This design comes from an exercise in tuning for small area on the open sky130 flow, not from production work.
The RTL was checked by simulation tests, not by an equivalence proof against the original design.

==> inputs of run K <==
==> flow/design.v (excerpt) <==
module pong_top #(
	parameter int H_ACTIVE = 1024,
	parameter int H_FP = 24,
	parameter int H_SYNC = 136,
	parameter int H_BP = 160,
	parameter int V_ACTIVE = 768,
	parameter int V_FP = 3,
	parameter int V_SYNC = 6,
	parameter int V_BP = 29
) (
	input logic pixel_clk,
	input logic reset,
	input logic btn_up,
	input logic btn_down,
	input logic btn_left,
	input logic btn_right,
	input logic wb_cyc,
	input logic wb_stb,
	input logic wb_we,
	input logic wb_adr,
	input logic [7:0] wb_dat_w,
	output logic [7:0] wb_dat_r,
	output logic wb_ack,
	output logic hsync,
	output logic vsync,
	output logic video_on,
	output logic [2:0] vga_red,
	output logic [2:0] vga_green,
	output logic [1:0] vga_blue
);
	logic [10:0] hc;
	logic [9:0] vc;
	logic [11:0] hcy;
	logic [10:0] vcy;
	logic [10:0] hinc;
	logic [9:0] vinc;
	logic h_end;
	logic v_end;
	logic frame_pulse;
	logic f_end;
	assign h_end = hc[10] & hc[8] & (&hc[5:0]);
	assign v_end = vc[9] & vc[8] & vc[5] & vc[2] & vc[0];
	assign f_end = h_end & v_end;
	assign frame_pulse = hc[10] & hc[8] & (hc[5:0] == 6'b111101) &
		vc[9] & vc[8] & (vc[5:0] == 6'b000010);
	always_comb begin
		hcy[0] = 1'b1;
		for (int i = 0; i < 11; i++) begin
			hinc[i] = hc[i] ^ hcy[i];
			hcy[i + 1] = hc[i] & hcy[i];
		end
		vcy[0] = h_end;
		for (int i = 0; i < 10; i++) begin
			vinc[i] = vc[i] ^ vcy[i];
			vcy[i + 1] = vc[i] & vcy[i];
		end
	end
	always_ff @(posedge pixel_clk or posedge reset) begin
		if (reset) begin
			hc <= 11'd1341;
			vc <= 10'd805;
		end else begin
			hc <= {hinc[10] & ~h_end, hinc[9], hinc[8] & ~h_end, hinc[7],
				hinc[6] & ~h_end, hinc[5:0]};
			vc <= {vinc[9] & ~f_end, vinc[8] & ~f_end, vinc[7:6], vinc[5] & ~f_end,
				vinc[4:3], vinc[2] & ~f_end, vinc[1] & ~f_end, vinc[0]};
		end
	end
	logic req;
	logic [1:0] mode;
  ...
clock: 15.0 ns
lec_check: 0
cap_margin: 20
core_margin: 2
core_utilization: 70
slew_margin: 20
standard.sh (not shown) runs the stock make flow with config.mk's settings and CLKGATE_MAP_FILE= SYNTH_SCRIPT=/design/flow/synth_recipe.tcl, a recipe that flattens the netlist after the stock synthesis.
==> flow/flow/run.sh <==
#!/bin/bash
# Own layout flow. the standard synthesis, unchanged; then the logic between
# the registers is re-mapped for area (fapol.py picks each full adder's polarity so
# fewer inverters sit between adders and registers, and ABC maps the rest with an
# area script); the result must prove equal to the standard netlist (equiv.ys), or
# the standard netlist is kept; then the standard layout from floorplan on.
# Each tool writes its full output to its own log file here.
set -euo pipefail
W=$(pwd)
F=$W/flow
R=$W/orfs/results/$FLOW_PLATFORM/pong_top/base
LIB=$FLOW_HOME/platforms/$FLOW_PLATFORM/lib/sky130_fd_sc_hd__tt_025C_1v80.lib

bash standard.sh synth > "$W/flow_synth.log" 2>&1
cp "$R/1_2_yosys.v" "$W/std.v"

ok=0
if python3 "$F/fapol.py" "$W/std.v" "$W/pol.v" > "$W/flow_fapol.log" 2>&1; then
  sed -e "s|@LIB@|$LIB|g" -e "s|@IN@|$W/pol.v|" -e "s|@OUT@|$W/resyn.v|" \
    -e "s|@ABC@|$F/area.abc|" -e "s|@TOP@|$FLOW_TOP|" -e "s|@STAT@|$W/resyn_stat.txt|" \
    "$F/resyn.ys" > "$W/resyn_run.ys"
  if yosys -s "$W/resyn_run.ys" > "$W/flow_resyn.log" 2>&1; then
    sed -e "s|@LIB@|$LIB|g" -e "s|@GOLD@|$W/std.v|" -e "s|@GATE@|$W/resyn.v|" \
      -e "s|@TOP@|$FLOW_TOP|g" "$F/equiv.ys" > "$W/equiv_run.ys"
    if yosys -s "$W/equiv_run.ys" > "$W/flow_equiv.log" 2>&1 &&
      grep -q "SUCCESS" "$W/flow_equiv.log"; then
      ok=1
    fi
  fi
fi
echo "re-mapped netlist used: $ok" > "$W/flow_choice.log"
if [[ $ok == 1 ]]; then
  cp "$W/resyn.v" "$R/1_2_yosys.v"
  rm -f "$R/1_synth.odb" "$R/1_synth.sdc"
fi

bash standard.sh finish > "$W/flow_finish.log" 2>&1
==> flow/flow/area.abc <==
strash
&get -n
&st
&dch
&nf -a
&st
&dch -f
&nf -a -R 1000
&put
topo
==> flow/flow/resyn.ys <==
# Re-map the standard synthesis's combinational logic for area. Flip-flops, full
# adders and tie cells are kept as they are (as black boxes); every other cell is
# read as its liberty function, flattened and mapped again by ABC.
read_liberty -ignore_miss_func @LIB@
blackbox sky130_fd_sc_hd__df* sky130_fd_sc_hd__fa_* sky130_fd_sc_hd__conb_*
read_verilog @IN@
hierarchy -top @TOP@
flatten
opt -purge
setundef -zero
abc -liberty @LIB@ -dont_use *lpflow* -dont_use *probe* -dont_use *fill_* -script @ABC@
opt_clean -purge
splitnets
opt_clean -purge
hilomap -singleton -hicell sky130_fd_sc_hd__conb_1 HI -locell sky130_fd_sc_hd__conb_1 LO
insbuf -buf sky130_fd_sc_hd__buf_1 A X
opt_clean -purge
tee -o @STAT@ stat -liberty @LIB@
write_verilog -noattr -noexpr -nohex -nodec @OUT@
Other scripts of this flow, unchanged in this note and not shown: flow/flow/equiv.ys, flow/flow/fapol.py
==> run Y (differences from run K) <==
--- a/flow/design.v
+++ b/flow/design.v
@@ -95,12 +95,13 @@
 	parameter logic [9:0] START = 10'd61,
 	parameter bit START_UP = 1'b1,
 	parameter bit IS_X = 1'b1
 ) (
 	input logic pixel_clk,
 	input logic reset,
+	input logic restart,
 	input logic frame_pulse,
 	input logic h_end,
 	input logic f_end,
 	input logic [1:0] speed,
 	output logic [9:0] z
 );
@@ -154,27 +155,28 @@
 			assign bounce = frame_pulse & (up ?
 				((r[9:7] == 3'd0) & (~r[6] | (r[5:1] == 5'd0))) :
 				(r[9] & r[8] & (r[2] | r[1])));
 			assign nxt = bounce ? (up ? 10'd66 : 10'd769) : r;
 		end
 	endgenerate
-	always_ff @(posedge pixel_clk or posedge reset) begin
-		if (reset) begin
-			z <= START;
+	always_ff @(posedge pixel_clk) begin
+		if (restart) begin
+			z <= IS_X ? START + 10'd1 : START;
 			up <= START_UP;
 		end else begin
 			z <= nxt;
 			up <= up ^ bounce;
 		end
 	end
 endmodule
 module paddle_axis #(
 	parameter bit IS_X = 1'b1
 ) (
 	input logic pixel_clk,
 	input logic reset,
+	input logic restart,
 	input logic frame_pulse,
 	input logic tick,
 	input logic wrap,
 	input logic dec,
 	input logic inc,
 	output logic [6:0] z
@@ -197,14 +199,14 @@
 		c[0] = 1'b0;
 		for (int i = 0; i < 7; i++) begin
 			r[i] = z[i] ^ d[i] ^ c[i];
 			c[i + 1] = (z[i] & d[i]) | (z[i] & c[i]) | (d[i] & c[i]);
 		end
 	end
-	always_ff @(posedge pixel_clk or posedge reset) begin
-		if (reset) begin
+	always_ff @(posedge pixel_clk) begin
+		if (restart) begin
 			z <= START;
 		end else begin
 			z <= r;
 		end
 	end
 endmodule
@@ -245,12 +247,13 @@
 	logic [10:0] hinc;
 	logic [9:0] vinc;
 	logic h_end;
 	logic v_end;
 	logic frame_pulse;
 	logic f_end;
+	logic reset_seen;
 	assign h_end = hc[10] & hc[8] & (&hc[5:0]);
 	assign v_end = vc[9] & vc[8] & vc[5] & vc[2] & vc[0];
 	assign f_end = h_end & v_end;
 	assign frame_pulse = hc[10] & hc[8] & (hc[5:0] == 6'b111101) &
 		vc[9] & vc[8] & (vc[5:0] == 6'b000010);
 	always_comb begin
@@ -264,13 +267,20 @@
 			vinc[i] = vc[i] ^ vcy[i];
 			vcy[i + 1] = vc[i] & vcy[i];
 		end
 	end
 	always_ff @(posedge pixel_clk or posedge reset) begin
 		if (reset) begin
-			hc <= 11'd1341;
+			reset_seen <= 1'b1;
+		end else begin
+			reset_seen <= 1'b0;
+		end
+	end
+	always_ff @(posedge pixel_clk) begin
+		if (reset_seen) begin
+			hc <= 11'd1342;
 			vc <= 10'd805;
 		end else begin
 			hc <= {hinc[10] & ~h_end, hinc[9], hinc[8] & ~h_end, hinc[7],
 				hinc[6] & ~h_end, hinc[5:0]};
 			vc <= {vinc[9] & ~f_end, vinc[8] & ~f_end, vinc[7:6], vinc[5] & ~f_end,
 				vinc[4:3], vinc[2] & ~f_end, vinc[1] & ~f_end, vinc[0]};
@@ -305,31 +315,31 @@
 		dat_r <= wb_adr ? {speed_x, speed_y} : {2'b00, mode};
 		mode_d <= mode;
 	end
 	assign wb_dat_r = {4'b0000, dat_r};
 	logic [9:0] z0x, z0y, z1x, z1y;
 	puck_axis #(.START(10'd61), .START_UP(1'b1), .IS_X(1'b1)) i_p0x (
-		.pixel_clk(pixel_clk), .reset(reset), .frame_pulse(frame_pulse),
+		.pixel_clk(pixel_clk), .reset(reset), .restart(reset_seen), .frame_pulse(frame_pulse),
 		.h_end(h_end), .f_end(f_end), .speed(speed_x), .z(z0x));
 	puck_axis #(.START(10'd613), .START_UP(1'b1), .IS_X(1'b0)) i_p0y (
-		.pixel_clk(pixel_clk), .reset(reset), .frame_pulse(frame_pulse),
+		.pixel_clk(pixel_clk), .reset(reset), .restart(reset_seen), .frame_pulse(frame_pulse),
 		.h_end(h_end), .f_end(f_end), .speed(speed_y), .z(z0y));
 	puck_axis #(.START(10'd829), .START_UP(1'b0), .IS_X(1'b1)) i_p1x (
-		.pixel_clk(pixel_clk), .reset(reset), .frame_pulse(frame_pulse),
+		.pixel_clk(pixel_clk), .reset(reset), .restart(reset_seen), .frame_pulse(frame_pulse),
 		.h_end(h_end), .f_end(f_end), .speed(speed_x), .z(z1x));
 	puck_axis #(.START(10'd421), .START_UP(1'b0), .IS_X(1'b0)) i_p1y (
-		.pixel_clk(pixel_clk), .reset(reset), .frame_pulse(frame_pulse),
+		.pixel_clk(pixel_clk), .reset(reset), .restart(reset_seen), .frame_pulse(frame_pulse),
 		.h_end(h_end), .f_end(f_end), .speed(speed_y), .z(z1y));
 	logic [6:0] zpx;
 	logic [6:0] zpy;
 	paddle_axis #(.IS_X(1'b1)) i_padx (
-		.pixel_clk(pixel_clk), .reset(reset), .frame_pulse(frame_pulse),
+		.pixel_clk(pixel_clk), .reset(reset), .restart(reset_seen), .frame_pulse(frame_pulse),
 		.tick(hc[2:0] == 3'd3), .wrap(h_end),
 		.dec(btn_left), .inc(btn_right), .z(zpx));
 	paddle_axis #(.IS_X(1'b0)) i_pady (
-		.pixel_clk(pixel_clk), .reset(reset), .frame_pulse(frame_pulse),
+		.pixel_clk(pixel_clk), .reset(reset), .restart(reset_seen), .frame_pulse(frame_pulse),
 		.tick(h_end & (vc[2:0] == 3'd3)), .wrap(f_end),
 		.dec(btn_up), .inc(btn_down), .z(zpy));
 	logic hit0;
 	logic hit1;
 	logic pad;
 	logic pad_x;
@@ -342,26 +352,26 @@
 	logic blue;
 	puck_hit i_hit0 (.zx(z0x), .zy(z0y), .h_nz(h_nz), .hit(hit0));
 	puck_hit i_hit1 (.zx(z1x), .zy(z1y), .h_nz(h_nz), .hit(hit1));
 	assign pad_x = (zpx[6:1] == 6'd0);
 	assign pad_y = (zpy[6:4] == 3'd0);
 	assign pad = pad_x & pad_y;
-	assign on = ~hc[10] & ~(vc[9] & vc[8]);
+	assign on = ~reset_seen & ~hc[10] & ~(vc[9] & vc[8]);
 	assign h_nz = (hc[9:0] != 10'd0);
 	assign border = ~h_nz | (&hc[9:0]) | (vc == 10'd0) |
 		(vc[9] & (&vc[7:0]));
 	always_comb begin
 		case (mode_d)
 			2'd1: {red, green, blue} = {3{border}};
 			2'd2: {red, green, blue} = {hc[8], hc[7], hc[6]};
 			default: {red, green, blue} = {hit0 | hit1, hit1 | pad, hit0};
 		endcase
 	end
-	assign hsync = ~(hc[10] & ~hc[8] & ~(hc[7] & (hc[6] | hc[5])) &
+	assign hsync = reset_seen | ~(hc[10] & ~hc[8] & ~(hc[7] & (hc[6] | hc[5])) &
 		(hc[7] | hc[6] | hc[5] | (hc[4] & hc[3])));
-	assign vsync = ~(vc[9] & vc[8] & ~vc[5] & ~vc[4] &
+	assign vsync = reset_seen | ~(vc[9] & vc[8] & ~vc[5] & ~vc[4] &
 		((~vc[3] & (vc[2] | (vc[1] & vc[0]))) | (vc[3] & ~vc[2] & ~vc[1] & ~vc[0])));
 	assign video_on = on;
 	assign vga_red = {3{on & red}};
 	assign vga_green = {3{on & green}};
 	assign vga_blue = {2{on & blue}};
 endmodule
==> flow/flow/run.sh (replaced) <==
#!/bin/bash
# Own layout flow. the standard synthesis, unchanged; then the logic between
# the registers is re-mapped for area: fapol.py picks each full adder's polarity so
# fewer inverters sit between adders and registers, and ABC maps everything else
# (resyn.ys) with each of the abc_*.abc scripts; the smallest result goes through
# the same step once more. The smallest result that proves equal to the standard
# netlist (equiv.ys) replaces it; if none does, the standard netlist stays. Then
# the standard layout from floorplan on, with the port buffers made of the
# smallest buffer and a clock tree without dummy loads at its leaves. Each tool writes its full output to its own log file here.
set -euo pipefail
W=$(pwd)
F=$W/flow
R=$W/orfs/results/$FLOW_PLATFORM/pong_top/base
LIB=$FLOW_HOME/platforms/$FLOW_PLATFORM/lib/sky130_fd_sc_hd__tt_025C_1v80.lib

bash standard.sh synth > "$W/flow_synth.log" 2>&1
cp "$R/1_2_yosys.v" "$W/std.v"

best=""
best_area=""
src="$W/std.v"
for round in 1 2; do
  python3 "$F/fapol.py" "$src" "$W/pol$round.v" > "$W/flow_fapol$round.log" 2>&1 || break
  for s in "$F"/abc_*.abc; do
    n=r${round}_$(basename "$s" .abc)
    sed -e "s|@LIB@|$LIB|g" -e "s|@IN@|$W/pol$round.v|" -e "s|@OUT@|$W/resyn_$n.v|" \
      -e "s|@ABC@|$s|" -e "s|@TOP@|$FLOW_TOP|" -e "s|@STAT@|$W/resyn_$n.stat|" \
      "$F/resyn.ys" > "$W/resyn_$n.ys"
    yosys -s "$W/resyn_$n.ys" > "$W/flow_resyn_$n.log" 2>&1 || continue
    sed -e "s|@LIB@|$LIB|g" -e "s|@GOLD@|$W/std.v|" -e "s|@GATE@|$W/resyn_$n.v|" \
      -e "s|@TOP@|$FLOW_TOP|g" "$F/equiv.ys" > "$W/equiv_$n.ys"
    yosys -s "$W/equiv_$n.ys" > "$W/flow_equiv_$n.log" 2>&1 || continue
    grep -q "SUCCESS" "$W/flow_equiv_$n.log" || continue
    a=$(awk '/Chip area/ {print $NF}' "$W/resyn_$n.stat")
    if [[ -z $best ]] || awk -v a="$a" -v b="$best_area" 'BEGIN { exit !(a < b) }'; then
      best=$n
      best_area=$a
    fi
  done
  [[ -n $best ]] || break
  src="$W/resyn_$best.v"
done
echo "re-mapped netlist used: ${best:-none} ${best_area}" > "$W/flow_choice.log"
if [[ -n $best ]]; then
  cp "$W/resyn_$best.v" "$R/1_2_yosys.v"
  rm -f "$R/1_synth.odb" "$R/1_synth.sdc"
fi

bash standard.sh "BUFFER_PORTS_ARGS=-buffer_cell sky130_fd_sc_hd__buf_1" \
  "CTS_ARGS=-sink_clustering_enable -repair_clock_nets -dont_use_dummy_load" \
  finish > "$W/flow_finish.log" 2>&1
==> flow/flow/abc_1.abc (new file) <==
strash
&get -n
&st
&dch
&nf -a
&st
&dch -f
&nf -a -R 1000
&put
topo
==> flow/flow/abc_2.abc (new file) <==
strash
ifraig
dch -f
map -a
strash
&get -n
&st
&dch -f
&nf -a -R 1000
&put
topo
==> flow/flow/abc_3.abc (new file) <==
strash
&get -n
&st
&dch -f
&nf -a -R 1000
&put
topo
==> flow/flow/abc_4.abc (new file) <==
strash
dc2
&get -n
&st
&dch -f
&nf -a -R 1000
&put
topo
==> flow/flow/abc_5.abc (new file) <==
strash
&get -n
&st
&dch
&nf -a
&st
&dch -f
&nf -a -p -R 1000
&put
topo
==> flow/flow/abc_6.abc (new file) <==
strash
&get -n
&st
&dch -r
&nf -a
&st
&dch -f
&nf -a -R 1000
&put
topo
--- a/flow/flow/resyn.ys
+++ b/flow/flow/resyn.ys
@@ -10,10 +10,10 @@
 setundef -zero
 abc -liberty @LIB@ -dont_use *lpflow* -dont_use *probe* -dont_use *fill_* -script @ABC@
 opt_clean -purge
 splitnets
 opt_clean -purge
 hilomap -singleton -hicell sky130_fd_sc_hd__conb_1 HI -locell sky130_fd_sc_hd__conb_1 LO
-insbuf -buf sky130_fd_sc_hd__buf_1 A X
+
 opt_clean -purge
 tee -o @STAT@ stat -liberty @LIB@
 write_verilog -noattr -noexpr -nohex -nodec @OUT@
removed: flow/flow/area.abc
==> run R (differences from run K) <==
==> flow/flow/run.sh (replaced) <==
#!/bin/bash
# Own layout flow. the standard synthesis, unchanged; then the logic between
# the registers is re-mapped for area: fapol.py picks each full adder's polarity so
# fewer inverters sit between adders and registers, and ABC maps everything else
# (resyn.ys) with each of the abc_*.abc scripts. The smallest result that proves
# equal to the standard netlist (equiv.ys) replaces it; if none does, the standard
# netlist stays. Then the standard layout from floorplan on, with the port
# buffers made of the smallest buffer. Each tool writes its full output to its own
# log file here.
set -euo pipefail
W=$(pwd)
F=$W/flow
R=$W/orfs/results/$FLOW_PLATFORM/pong_top/base
LIB=$FLOW_HOME/platforms/$FLOW_PLATFORM/lib/sky130_fd_sc_hd__tt_025C_1v80.lib

bash standard.sh synth > "$W/flow_synth.log" 2>&1
cp "$R/1_2_yosys.v" "$W/std.v"

best=""
best_area=""
if python3 "$F/fapol.py" "$W/std.v" "$W/pol.v" > "$W/flow_fapol.log" 2>&1; then
  for s in "$F"/abc_*.abc; do
    n=$(basename "$s" .abc)
    sed -e "s|@LIB@|$LIB|g" -e "s|@IN@|$W/pol.v|" -e "s|@OUT@|$W/resyn_$n.v|" \
      -e "s|@ABC@|$s|" -e "s|@TOP@|$FLOW_TOP|" -e "s|@STAT@|$W/resyn_$n.stat|" \
      "$F/resyn.ys" > "$W/resyn_$n.ys"
    yosys -s "$W/resyn_$n.ys" > "$W/flow_resyn_$n.log" 2>&1 || continue
    sed -e "s|@LIB@|$LIB|g" -e "s|@GOLD@|$W/std.v|" -e "s|@GATE@|$W/resyn_$n.v|" \
      -e "s|@TOP@|$FLOW_TOP|g" "$F/equiv.ys" > "$W/equiv_$n.ys"
    yosys -s "$W/equiv_$n.ys" > "$W/flow_equiv_$n.log" 2>&1 || continue
    grep -q "SUCCESS" "$W/flow_equiv_$n.log" || continue
    a=$(awk '/Chip area/ {print $NF}' "$W/resyn_$n.stat")
    if [[ -z $best ]] || awk -v a="$a" -v b="$best_area" 'BEGIN { exit !(a < b) }'; then
      best=$n
      best_area=$a
    fi
  done
fi
echo "re-mapped netlist used: ${best:-none} ${best_area}" > "$W/flow_choice.log"
if [[ -n $best ]]; then
  cp "$W/resyn_$best.v" "$R/1_2_yosys.v"
  rm -f "$R/1_synth.odb" "$R/1_synth.sdc"
fi

bash standard.sh "BUFFER_PORTS_ARGS=-buffer_cell sky130_fd_sc_hd__buf_1" finish > "$W/flow_finish.log" 2>&1
==> flow/flow/abc_1.abc (new file) <==
strash
&get -n
&st
&dch
&nf -a
&st
&dch -f
&nf -a -R 1000
&put
topo
==> flow/flow/abc_2.abc (new file) <==
strash
ifraig
dch -f
map -a
strash
&get -n
&st
&dch -f
&nf -a -R 1000
&put
topo
==> flow/flow/abc_3.abc (new file) <==
strash
&get -n
&st
&dch -f
&nf -a -R 1000
&put
topo
==> flow/flow/abc_4.abc (new file) <==
strash
dc2
&get -n
&st
&dch -f
&nf -a -R 1000
&put
topo
removed: flow/flow/area.abc
==> run notes <==
First-iteration DRC count: run K is smaller than run Y (30%). The highest worst hold slack belongs to run Y, the lowest to run R. Design area, lowest first: run Y, run R, run K. Run R completed without violations. Run K finished with timing, DRC and antenna clean. Run Y completed with no timing, DRC or antenna violations. In synthesized cell count, run K and run R do not differ. Register-to-register slack: run R > run K > run Y.

-- static timing again, ports no longer ideal --
In the flow no input, the clock included, has a driving cell. The finished layouts below were timed again as built, in two steps. Step 1 sets driving cells, clkbuf_16 on the clock port and buf_2 on the other inputs (assumed; they add their load-dependent delay and slew). Step 2 times the ports against the registers' clock, not the clock port: input delays grow and output delays shrink by t, the midpoint of the rising clock arrivals with the driver on. Three values: ideal ports, drivers, drivers and shift; two values: the first two.
| run | shift t [ns] | setup WS [ns] | latest minus earliest clock arrival (ns) |
|---|---|---|---|
| run K | 0.401 | 7.647 / 7.611 / 8.012 | 0.014 / 0.014 |
| run Y | 0.372 | 7.294 / 7.262 / 7.634 | 0.032 / 0.032 |
| run R | 0.394 | 8.098 / 8.064 / 8.406 | 0.013 / 0.013 |
After both steps every run listed still meets setup and hold.
